This is an optimization exercise on Yosys and OpenROAD, whose aim is small area, a short achievable clock period and few clock cycles per item, not a production implementation.
Only simulation tests tie the RTL to the original design; equivalence was not proved.
Power is estimated from default activity; no workload was simulated.

== onyx ==
## keyed_fifo_queue
module keyed_fifo_queue #(
  parameter int unsigned Depth = kfq_pkg::DefaultDepth
) (
  input  logic        clk_i,
  input  logic        rst_ni,
  input  logic        cmd_valid_i,
  output logic        cmd_ready_o,
  input  logic [2:0]  cmd_command_i,
  input  logic [31:0] cmd_key_i,
  input  logic [31:0] cmd_value_i,
  output logic        rsp_valid_o,
  input  logic        rsp_ready_i,
  output logic [1:0]  rsp_status_o,
  output logic [31:0] rsp_key_o,
  output logic [31:0] rsp_value_o
);
  logic             a_v_q;
  logic [2:0]       a_cmd_q;
  logic [31:0]      a_key_q, a_val_q;
  logic [Depth-1:0] a_match_q;
  logic             b_v_q;
  logic [1:0]       b_status_q;
  logic [Depth-1:0] b_sel_q;
  logic [Depth-1:0]            valid_q;
  logic [Depth-1:0][Depth-1:0] age_q;   
  logic [Depth-1:0][31:0]      slot_key;
  logic [Depth-1:0][31:0]      slot_val;
  logic             advance;
  logic             cmd_fire;
  logic             b_fire;
  logic [Depth-1:0] we;
  assign advance     = !rsp_valid_o || rsp_ready_i;
  assign cmd_ready_o = advance || !a_v_q;
  assign cmd_fire    = cmd_valid_i && cmd_ready_o;
  assign b_fire      = advance && a_v_q;
  logic             eq_wr;
  logic [Depth-1:0] match_d;
  assign eq_wr = cmd_key_i == a_key_q;
  for (genvar i = 0; i < Depth; i++) begin : g_match
    assign match_d[i] = we[i] ? eq_wr : (cmd_key_i == slot_key[i]);
  end
  ...
Size: ~3,700 cells after synthesis, about 1,300 flip-flops, about 56,000 sq um of cells after synthesis.
make LEC_CHECK=0 CAP_MARGIN=20 CORE_MARGIN=2 CORE_UTILIZATION=55 CTS_CLUSTER_DIAMETER=120 CTS_CLUSTER_SIZE=24 PLACE_DENSITY=0.65 SETUP_SLACK_MARGIN=2.5 SLEW_MARGIN=20 finish   # period 5.0 ns
run.sh (not shown) runs the stock make flow with config.mk's settings and CLKGATE_MAP_FILE= SYNTH_SCRIPT=/design/flow/synth_recipe.tcl, a recipe that flattens the netlist after the stock synthesis.
onyx ran to completion and came out clean on the timing, design-rule and antenna checks.
Testbench counts of onyx, summed over its fixed seeds: cycles 12,824, items 12,800.
What willow does differently from onyx at the input level:
Settings: CTS_CLUSTER_DIAMETER removed (was 120); CTS_CLUSTER_SIZE removed (was 24); PLACE_DENSITY removed (was 0.65); CORE_UTILIZATION changed from 55 to 40.
[summary]
- Compared willow vs onyx, and portion of total power attributed to the clock network is up in willow.
- For routed wire length, onyx and willow come out practically identical.
- Relative to onyx, placer congestion estimate decreased by about 2.5% in willow.
- Summary of willow over onyx: combinational group share of total power dropped 3.8 points; total number of cells along the worst setup path saw an increase.
- In willow the setup slack turned out 0.044 ns higher than in onyx.
- In the tables for onyx and willow, layout cell share with drive strength beyond 1 reads higher with willow.
For sierra, these inputs were changed with respect to willow:
Settings: SETUP_SLACK_MARGIN: 2.5 -> 2.2.
## What came out
Minimum clock period: sierra vs willow up 0.37 ns
A critical setup path kind of reg -> reg is what sierra shows, while in -> reg belongs to willow.
Compared with willow, sierra shows sequential share of layout area higher by 2.2 points.
sierra went all the way through synthesis, placement and routing and the layout is clean on timing, DRC and antenna.
willow did not stop at any stage, and its layout met the timing, design-rule and antenna checks.
Final antenna diode count, willow and sierra: higher on willow
Summary: with willow as the reference, area occupied by multi-input gates in sierra moved down by a few percent.
willow has a higher met1 track demand over resource than sierra.
Comparing stage delay of the slowest cell on the critical path for willow and sierra, the bigger number came from sierra.
Summary of sierra over willow: clock power held, clock sink total flat, share of total power consumed by net switching decreased by 0.20 points relative to the old numbers, overall via count from detail_route dropped about 2.4%.
sierra: non-clock buffer count is 23% lower than what willow reported.


Another version of the RTL of keyed_fifo_queue (not shown whole).
Size in the first run: ~3,500 cells after synthesis, roughly 1,300 flip-flops, about 140 I/O pins, about 56,000 µm² of cells after synthesis.
clock: 5.0 ns
lec_check: 0
cap_margin: 20
core_margin: 2
core_utilization: 55
cts_cluster_diameter: 100
cts_cluster_size: 20
place_density: 0.65
setup_slack_margin: 2.7
slew_margin: 20
standard.sh (not shown) runs the stock make flow with config.mk's settings and CLKGATE_MAP_FILE= SYNTH_SCRIPT=/design/flow/synth_recipe.tcl, a recipe that flattens the netlist after the stock synthesis.
==> flow/flow/run.sh <==
#!/bin/bash
# The standard layout, with faster port buffers and cell resizing not tied to
# the cell footprint. The make output goes to standard_flow.log; ORFS keeps
# each step's log under orfs/logs/.
set -o pipefail
bash standard.sh \
  BUFFER_PORTS_ARGS="-buffer_cell sky130_fd_sc_hd__buf_4" \
  MATCH_CELL_FOOTPRINT=0 \
  finish > standard_flow.log 2>&1
Testbench counts at the start, summed over its fixed seeds: cycles 12,824, items 12,800.
==> next run, changes <==
Settings changed: CORE_UTILIZATION 55 to 60, PLACE_DENSITY 0.65 to 0.7.
What happened:
- via count rises slightly
- clock power hardly moves
- routed wire length is higher by a few percent
- die area decreases by a little under a tenth
- worst setup slack got worse by 35 ps
- hold slack gets worse by 11 ps
- count of clock-buffer cells in the layout came out lower by 5
- clock skew barely changes
- design area increases slightly
- total power is about the same
- cell count goes down slightly
==> next run, changes <==
Settings changed: CORE_UTILIZATION 60 to 55, PLACE_DENSITY 0.7 to 0.65, SETUP_SLACK_MARGIN 2.7 to 2.6.
=> The changed run went through all stages and came out clean. Global-route usage decreases by 4.8 points. Sequential share of layout area increases by 1.2 points. Total power decreases by 0.35%. Die area increases by 9.0%. Register-to-register slack loses 20 ps. Wire length decreases by 3.2%.


== main ==
keyed_fifo_queue, a different RTL version from the one above (not shown whole).
Size in the first run: ~1300 flip-flops, about 140 I/O pins, about 56000 µm² of cells after synthesis.
clock: 5.0 ns
lec_check: 0
cap_margin: 20
core_margin: 2
core_utilization: 55
cts_cluster_diameter: 120
cts_cluster_size: 24
place_density: 0.65
setup_slack_margin: 2.8
slew_margin: 20
Scripts as last shown in full above: flow/flow/run.sh
main finished all stages; the layout is clean.
Testbench counts of main, summed over its fixed seeds: cycles 12,824, items 12,800.
Changes in the feature branch relative to main:
- SETUP_SLACK_MARGIN: 2.8 -> 2.6
Findings:
The feature branch ended up with a lower post-synthesis to final-layout area growth than main did.
Reported for main and the feature branch, total congestion overflow turned out identical to the last digit.
In the feature branch relative to main, buffer count excluding the clock tree in the final layout had gone down by more than a quarter.
Taking main as the reference, in the feature branch area of all placed cells without fillers went down 5.9%, initial core utilization barely changed, worst stage delay on the critical path rose 0.64 ns.
Between main and the feature branch, the worst supply voltage drop on vdd is lower for the feature branch.


job 101:
Another version of the RTL of keyed_fifo_queue (not shown whole).
Size in the first run: roughly 3500 cells after synthesis, about 56000 µm² of cells after synthesis.
==> flow/config.mk <==
export PLATFORM = sky130hd
export DESIGN_NAME = keyed_fifo_queue
export DESIGN_NICKNAME = keyed_fifo_queue
export VERILOG_FILES = /design/flow/design.v
export SDC_FILE = /design/flow/constraint.sdc
export NUM_CORES = 4
export LEC_CHECK = 0
export CAP_MARGIN = 20
export CORE_MARGIN = 2
export CORE_UTILIZATION = 55
export CTS_CLUSTER_DIAMETER = 120
export CTS_CLUSTER_SIZE = 24
export PLACE_DENSITY = 0.65
export SETUP_SLACK_MARGIN = 2.6
export SLEW_MARGIN = 20
==> flow/constraint.sdc <==
create_clock -name core_clock -period 5.0 [get_ports {clk_i}]
set_input_delay 1.0000 -clock core_clock [delete_from_list [all_inputs] [get_ports {clk_i}]]
set_output_delay 1.0000 -clock core_clock [all_outputs]
set_load 0.01 [all_outputs]
Scripts as last shown in full above: flow/flow/run.sh
The final layout from job 101, which completed every stage, passed the timing, design-rule and antenna checks at the end of the flow.
Testbench counts of job 101, summed over its fixed seeds: cycles 12,824, items 12,800.
Modified inputs, job 102 compared to job 101
- a change of CTS_CLUSTER_SIZE from 24 to 20
- a change of CTS_CLUSTER_DIAMETER from 120 to 100
## What came out
Final critical-path required period: job 102 vs job 101 down 0.063 ns
Compared to job 101, the routing of job 102 uses more wire.
The combinational power share in job 102 sits 0.2 points below the value recorded for job 101.
Of job 102 and job 101, job 102 shows the higher remaining max-slew budget at the tightest pin, with job 101 below it.
Job 101 → job 102: utilization went up 0.44 points, portion of total power attributed to the clock network went up 1.5 points, synthesis-to-layout area growth went up 0.80 points, final worst slack went up 0.063 ns.
met3 track demand over resource in global routing was lower in job 102 than in job 101.

==> separate check: timing with driven ports <==
How much do the figures lean on ideal ports? The routed layouts below were timed once more, with nothing changed but the port constraints. Step 1: set_driving_cell puts a clkbuf_16 on clk_i and a buf_2 on each other input, an assumption about the parent block. Step 2 times the ports against the registers' clock, not the clock port: input delays grow and output delays shrink by t, the midpoint of the rising clock arrivals with the driver on. a / b / c = no drivers / after step 1 / after step 2; a / b = the first two.
run	t (ns)	slack for setup (ns)	slew at the worst register clock pin (ns)	worst data-port slew with drivers (ns)
onyx	0.828	2.356 / 2.351 / 1.523	0.12 / 0.12	0.15
willow	0.872	2.400 / 2.381 / 1.518	0.07 / 0.07	0.19
sierra	0.871	2.033 / 2.033 / 1.226	0.07 / 0.07	0.19
the first run of note 2	0.758	2.550 / 2.548 / 1.822	0.10 / 0.10	0.11
the second run of note 2	0.786	2.514 / 2.541 / 1.783	0.10 / 0.10	0.14
the third run of note 2	0.770	2.513 / 2.516 / 1.747	0.10 / 0.10	0.12
main	0.766	2.575 / 2.531 / 1.858	0.12 / 0.12	0.12
the feature branch	0.771	2.419 / 2.475 / 1.704	0.12 / 0.12	0.11
job 101	0.776	2.442 / 2.483 / 1.706	0.11 / 0.11	0.10
job 102	0.788	2.504 / 2.515 / 1.745	0.10 / 0.10	0.12
After both steps setup and hold are still met in every run listed. For willow, which loses most, drivers alone change the setup slack by -0.019 ns; drivers and shift together by -0.882 ns.
